This is an optimization exercise on Yosys and OpenROAD, whose aim is small area, a short achievable clock period and few clock cycles per item, not a production implementation. The RTL was checked by simulation tests, not by an equivalence proof against the original design. Power is estimated from default activity; no workload was simulated.

Setup of run 1:
// conv_engine
module conv_engine (
	input  wire                                 clk,
	input  wire                                 rst_n,
	input  wire                                 start,
	input  wire [1:0]                           op,
	input  wire                                 in_valid,
	output logic                                in_ready,
	input  wire [4*16-1:0]       in_ifm,
	input  wire [4*16-1:0]       in_wgt,
	input  wire                                 in_last,
	output logic                                out_valid,
	input  wire                                 out_ready,
	output logic [4*16-1:0]      out_data,
	output logic                                out_last,
	output logic                                done
);
Size: about 4200 cells after synthesis, about 630 flip-flops, roughly 0.042 mm² of cells after synthesis.
Settings: LEC_CHECK=0, CAP_MARGIN=20, CORE_MARGIN=2, CORE_UTILIZATION=60, CTS_CLUSTER_DIAMETER=120, CTS_CLUSTER_SIZE=24, SETUP_SLACK_MARGIN=5, SLEW_MARGIN=20; clock period 10.0 ns.
standard.sh (not shown) runs the stock make flow with config.mk's settings and CLKGATE_MAP_FILE= SYNTH_SCRIPT=/design/flow/synth_recipe.tcl, a recipe that flattens the netlist after the stock synthesis.
==> flow/flow/run.sh <==
#!/bin/bash
set -euo pipefail
M=6.55
sed -e "s/SETUP_SLACK_MARGIN=[0-9.]*/SETUP_SLACK_MARGIN=$M/" \
    -e "s/\"\${@:-finish}\"/BUFFER_PORTS_ARGS='-buffer_cell sky130_fd_sc_hd__buf_1' \"\${@:-finish}\"/" \
    standard.sh > standard_tuned.sh
grep -q "SETUP_SLACK_MARGIN=$M" standard_tuned.sh
grep -q "BUFFER_PORTS_ARGS" standard_tuned.sh
bash standard_tuned.sh > standard.log 2>&1
Testbench counts of run 1, summed over its fixed seeds: cycles 14,572, tiles 384.
[inputs] run 2 vs run 1
# run 1
export LEC_CHECK = 0
export CAP_MARGIN = 20
export CORE_MARGIN = 2
export CORE_UTILIZATION = 60
export CTS_CLUSTER_DIAMETER = 120
export CTS_CLUSTER_SIZE = 24
export SETUP_SLACK_MARGIN = 5
export SLEW_MARGIN = 20
create_clock -name core_clock -period 10.0 [get_ports {clk}]
# run 2
export LEC_CHECK = 0
export CAP_MARGIN = 20
export CORE_MARGIN = 2
export CORE_UTILIZATION = 66
export CTS_CLUSTER_DIAMETER = 120
export CTS_CLUSTER_SIZE = 24
export SETUP_SLACK_MARGIN = 5
export SLEW_MARGIN = 20
create_clock -name core_clock -period 10.0 [get_ports {clk}]
diff --git a/flow/flow/run.sh b/flow/flow/run.sh
--- a/flow/flow/run.sh
+++ b/flow/flow/run.sh
@@ -3 +3 @@
-M=6.55
+M=6.75
Going from run 1 to run 2, met2 track utilization from global routing +3.8 points; filler cell count -19%; maximum cell stage delay along the critical path -0.14 ns.
A most common cell after layout, fill and taps aside of dfxtp_1 is what run 1 shows, while a22oi_1 belongs to run 2.
What run 3 does differently from run 2 at the input level:
# run 2
export LEC_CHECK = 0
export CAP_MARGIN = 20
export CORE_MARGIN = 2
export CORE_UTILIZATION = 66
export CTS_CLUSTER_DIAMETER = 120
export CTS_CLUSTER_SIZE = 24
export SETUP_SLACK_MARGIN = 5
export SLEW_MARGIN = 20
create_clock -name core_clock -period 10.0 [get_ports {clk}]
# run 3
export LEC_CHECK = 0
export CAP_MARGIN = 20
export CORE_MARGIN = 2
export CORE_UTILIZATION = 60
export CTS_CLUSTER_DIAMETER = 120
export CTS_CLUSTER_SIZE = 24
export SETUP_SLACK_MARGIN = 5
export SLEW_MARGIN = 20
create_clock -name core_clock -period 10.0 [get_ports {clk}]
diff --git a/flow/flow/run.sh b/flow/flow/run.sh
--- a/flow/flow/run.sh
+++ b/flow/flow/run.sh
@@ -3 +3 @@
-M=6.75
+M=6.65
Run 3: all stages complete, timing, DRC and antenna checks passed. Row delay of the slowest cell on the worst path: run 3 higher / run 2 lower. [compare] base=run 2 new=run 3: total chip power now sits lower, die boundary height now sits higher, worst setup slack now sits lower, switching power now sits lower, combinational share of power now sits lower. Post-route worst hold slack for run 3: 0.0031 ns down relative to run 2. Post-layout utilization of the core was higher in the run labelled run 2. Summary of run 3 over run 2: share of total power consumed by net switching went up by 0.18 points; pre-CTS setup slack higher; maximum number of pins on one net before global-route repair fell 21.
Input changes introduced in run 4 (baseline for comparison: run 3):
diff --git a/flow/flow/run.sh b/flow/flow/run.sh
--- a/flow/flow/run.sh
+++ b/flow/flow/run.sh
@@ -3 +3 @@
-M=6.65
+M=6.75
## What came out
The final reports for run 4 and run 3 show critical path depth lower in the former.
Diff run 3 -> run 4 | average via count per standard cell | up by a few percent
Run 4 vs run 3, arrival time of the worst setup path went down by 2.62 ns.
Status: final cell count parity (run 3, run 4)
Lower peak ir drop on the vdd network was reported by run 3, not run 4.
Measured against each other, run 3 and run 4 differ in cell area, the lower figure coming from run 3.
Sort run 3 and run 4 by number of post-CTS setup repair buffers desc -> top: run 4
Number of global-route vias before repair is higher on run 4
Per the comparison of run 4 with run 3, clock buffer count dropped 1, clock sink count barely changed, layout-stage area growth over the synthesis result climbed 1.5 points.
Changes in run 5 relative to run 4:
# run 4
export LEC_CHECK = 0
export CAP_MARGIN = 20
export CORE_MARGIN = 2
export CORE_UTILIZATION = 60
export CTS_CLUSTER_DIAMETER = 120
export CTS_CLUSTER_SIZE = 24
export SETUP_SLACK_MARGIN = 5
export SLEW_MARGIN = 20
create_clock -name core_clock -period 10.0 [get_ports {clk}]
# run 5
export LEC_CHECK = 0
export ABC_AREA = 1
export CAP_MARGIN = 20
export CORE_MARGIN = 2
export CORE_UTILIZATION = 60
export CTS_CLUSTER_DIAMETER = 120
export CTS_CLUSTER_SIZE = 24
export SETUP_SLACK_MARGIN = 5
export SLEW_MARGIN = 20
create_clock -name core_clock -period 10.0 [get_ports {clk}]
Notes after the runs:
Both conditions hold for run 5: the flow ran to the end and the final layout passed the timing, design-rule and antenna checks.
Run 5 against run 4: post-layout total power went up by 0.19 mW, routed length on met2 shows an increase of 3000 µm, proportion of cell area occupied by multi-input gates has decreased.

* * *

conv_engine, a different RTL version from the one above (not shown whole).
Size in the first run: about 4200 cells after synthesis, roughly 630 flip-flops, roughly 200 I/O pins, roughly 44000 µm² of cells after synthesis.
==> flow/config.mk <==
export PLATFORM = sky130hd
export DESIGN_NAME = conv_engine
export DESIGN_NICKNAME = conv_engine
export VERILOG_FILES = /design/flow/design.v
export SDC_FILE = /design/flow/constraint.sdc
export NUM_CORES = 4
export LEC_CHECK = 0
export CAP_MARGIN = 20
export CORE_MARGIN = 2
export CORE_UTILIZATION = 60
export CTS_CLUSTER_DIAMETER = 120
export CTS_CLUSTER_SIZE = 24
export SETUP_SLACK_MARGIN = 5
export SLEW_MARGIN = 20
==> flow/constraint.sdc <==
create_clock -name core_clock -period 10.0 [get_ports {clk}]
set_input_delay 2.0000 -clock core_clock [delete_from_list [all_inputs] [get_ports {clk}]]
set_output_delay 2.0000 -clock core_clock [all_outputs]
set_load 0.01 [all_outputs]
==> flow/flow/run.sh <==
#!/bin/bash
set -euo pipefail
M=6.65
sed -e "s/SETUP_SLACK_MARGIN=[0-9.]*/SETUP_SLACK_MARGIN=$M/" \
    -e "s/\"\${@:-finish}\"/BUFFER_PORTS_ARGS='-buffer_cell sky130_fd_sc_hd__buf_1' \"\${@:-finish}\"/" \
    standard.sh > standard_tuned.sh
grep -q "SETUP_SLACK_MARGIN=$M" standard_tuned.sh
grep -q "BUFFER_PORTS_ARGS" standard_tuned.sh
bash standard_tuned.sh > standard.log 2>&1
The baseline finished clean.
Testbench counts at the start, summed over its fixed seeds: cycles 14,572, tiles 384.
Change:
--- a/flow/config.mk
+++ b/flow/config.mk
@@ -10,2 +10,2 @@
-export CORE_UTILIZATION = 60
-export CTS_CLUSTER_DIAMETER = 120
+export CORE_UTILIZATION = 70
+export CTS_CLUSTER_DIAMETER = 100
Result:
- clock skew shrinks by 11 ps
- die area fell by 14%
- non-clock buffer count shrinks by 20
- wire length fell by 1.2%
- via count rose by 1.7%
- clock-buffer cell count increases by 3
- worst setup slack degrades by 42 ps
- final area fell by 0.30%
Change:
--- a/flow/flow/run.sh
+++ b/flow/flow/run.sh
@@ -3 +3 @@
-M=6.65
+M=6.75
--- a/flow/config.mk
+++ b/flow/config.mk
@@ -10,2 +10,2 @@
-export CORE_UTILIZATION = 70
-export CTS_CLUSTER_DIAMETER = 100
+export CORE_UTILIZATION = 60
+export CTS_CLUSTER_DIAMETER = 120
The new run produced a clean layout.
Worst setup slack gets better by 63 ps.
Area after synthesis is unchanged.
Non-clock buffer count climbs by 42.
Count of clock-buffer cells in the layout stays the same.
Change:
==> flow/flow/run.sh (replaced) <==
#!/bin/bash
set -euo pipefail
M=${MARGIN:-6.6}
sed "s/SETUP_SLACK_MARGIN=[0-9.]*/SETUP_SLACK_MARGIN=$M/" standard.sh > standard_margin.sh
grep -q "SETUP_SLACK_MARGIN=$M" standard_margin.sh
bash standard_margin.sh > standard.log 2>&1
--- a/flow/config.mk
+++ b/flow/config.mk
@@ -10,3 +10 @@
-export CORE_UTILIZATION = 60
-export CTS_CLUSTER_DIAMETER = 120
-export CTS_CLUSTER_SIZE = 24
+export CORE_UTILIZATION = 55
Area after synthesis stays the same.
Critical path depth fell by 11.
Count of clock-buffer cells in the layout went up by 48.
Non-clock buffer count goes down by 44.
Power rises by a few percent.
Sequential power is about the same.
Worst hold slack stays flat.
Die area came out higher by a little under a tenth.

* * *

Starting RTL as in the previous note.
==> flow/config.mk <==
export PLATFORM = sky130hd
export DESIGN_NAME = conv_engine
export DESIGN_NICKNAME = conv_engine
export VERILOG_FILES = /design/flow/design.v
export SDC_FILE = /design/flow/constraint.sdc
export NUM_CORES = 4
export LEC_CHECK = 0
export CAP_MARGIN = 20
export CORE_MARGIN = 2
export CORE_UTILIZATION = 60
export SETUP_SLACK_MARGIN = 5
export SLEW_MARGIN = 20
==> flow/constraint.sdc <==
create_clock -name core_clock -period 10.0 [get_ports {clk}]
set_input_delay 2.0000 -clock core_clock [delete_from_list [all_inputs] [get_ports {clk}]]
set_output_delay 2.0000 -clock core_clock [all_outputs]
set_load 0.01 [all_outputs]
==> flow/flow/run.sh <==
#!/bin/bash
set -euo pipefail
M=6.65
sed -e "s/SETUP_SLACK_MARGIN=[0-9.]*/SETUP_SLACK_MARGIN=$M/" \
    -e "s/\"\${@:-finish}\"/BUFFER_PORTS_ARGS='-buffer_cell sky130_fd_sc_hd__buf_1' \"\${@:-finish}\"/" \
    standard.sh > standard_tuned.sh
grep -q "SETUP_SLACK_MARGIN=$M" standard_tuned.sh
grep -q "BUFFER_PORTS_ARGS" standard_tuned.sh
bash standard_tuned.sh > standard.log 2>&1
The baseline passed the timing, design-rule and antenna checks.
Testbench counts at the start, summed over its fixed seeds: cycles 14,572, tiles 384.
Change:
- CTS_CLUSTER_DIAMETER: unset -> 120
- CTS_CLUSTER_SIZE: unset -> 24
- PLACE_DENSITY: unset -> 0.75
Result: Worst setup slack loses 21 ps. Global-route usage drops by 0.65 points. Maximum frequency fell by 0.64%. Sequential share of layout area goes up by 1.0 points.
Change:
==> flow/flow/run.sh (replaced) <==
#!/bin/bash
set -euo pipefail
M=${MARGIN:-7.0}
sed "s/SETUP_SLACK_MARGIN=[0-9.]*/SETUP_SLACK_MARGIN=$M/" standard.sh > standard_margin.sh
grep -q "SETUP_SLACK_MARGIN=$M" standard_margin.sh
bash standard_margin.sh > standard.log 2>&1
- CORE_UTILIZATION: 60 -> 55
- CTS_CLUSTER_DIAMETER: 120 -> unset
- CTS_CLUSTER_SIZE: 24 -> unset
- PLACE_DENSITY: 0.75 -> unset
Effect:
- The new run finished with timing, DRC and antenna clean
- combinational power rises by 21%
- final cell count rises by 8.0%
- synthesized area stays the same
- design area rises by 18%
Change:
--- a/flow/flow/run.sh
+++ b/flow/flow/run.sh
@@ -3 +3 @@
-M=${MARGIN:-7.0}
+M=${MARGIN:-6.6}
- CORE_UTILIZATION: 55 -> 40
What happened:
- setup slack got worse by 24 ps
- sequential share of layout area increases by 2.2 points
- final area came out lower by 9.5%
- routed wire length shrinks by 17%
- count of clock-buffer cells in the layout fell by 5
- clock power climbs by about 1%
- via count decreases by 9.1%
- power is lower by 12%
- hold slack got worse by 23 ps
- synthesized cell count does not change
- utilization shrinks by 24 points

[what the ideal ports hide]
The flow's constraints put no driver on any port. The routed layouts listed below were extracted and timed again, unchanged, in two steps. Step 1 assumes that a clkbuf_16 drives the clock port and a buf_2 every other input. Step 2 moves the port delays by t, midway between the first and last clock arrival at a register: inputs arrive t later, outputs are due t later. That takes back most of the time a late clock gives input paths. Three values: ideal ports, drivers, drivers and shift; two values: the first two.
| run | shift t [ns] | setup WS [ns] | worst hold slack (ns) | worst setup path after step 2 | latest minus earliest clock arrival (ns) |
|---|---|---|---|---|---|
| run 1 | 0.701 | 6.610 / 6.610 / 6.513 | 0.321 / 0.321 / 0.321 | input to register | 0.039 / 0.039 |
| run 2 | 0.694 | 6.728 / 6.728 / 6.690 | 0.329 / 0.329 / 0.329 | input to register | 0.027 / 0.027 |
| run 3 | 0.706 | 6.682 / 6.682 / 6.682 | 0.325 / 0.325 / 0.325 | register to register | 0.028 / 0.028 |
| run 4 | 0.708 | 6.794 / 6.723 / 6.582 | 0.312 / 0.312 / 0.312 | input to register | 0.033 / 0.033 |
| run 5 | 0.723 | 6.733 / 6.696 / 6.577 | 0.320 / 0.320 / 0.320 | input to register | 0.054 / 0.054 |
| the first run of note 2 | 0.685 | 6.707 / 6.698 / 6.459 | 0.315 / 0.315 / 0.315 | input to register | 0.033 / 0.033 |
| the second run of note 2 | 0.653 | 6.665 / 6.665 / 6.426 | 0.322 / 0.322 / 0.322 | input to register | 0.025 / 0.025 |
| the third run of note 2 | 0.696 | 6.728 / 6.715 / 6.500 | 0.321 / 0.321 / 0.321 | input to register | 0.022 / 0.022 |
| the fourth run of note 2 | 0.669 | 6.658 / 6.588 / 6.086 | 0.322 / 0.322 / 0.322 | input to register | 0.020 / 0.021 |
| the first run of note 3 | 0.682 | 6.700 / 6.700 / 6.448 | 0.310 / 0.310 / 0.310 | input to register | 0.031 / 0.031 |
| the second run of note 3 | 0.697 | 6.679 / 6.679 / 6.523 | 0.317 / 0.317 / 0.317 | input to register | 0.031 / 0.030 |
| the third run of note 3 | 0.699 | 6.686 / 6.640 / 6.477 | 0.320 / 0.320 / 0.320 | input to register | 0.032 / 0.032 |
| the fourth run of note 3 | 0.714 | 6.661 / 6.597 / 6.083 | 0.297 / 0.297 / 0.297 | input to register | 0.038 / 0.039 |
After both steps setup and hold are still met in every run listed. For the fourth run of note 3, which loses most, drivers alone change the setup slack by -0.064 ns; drivers and shift together by -0.578 ns.
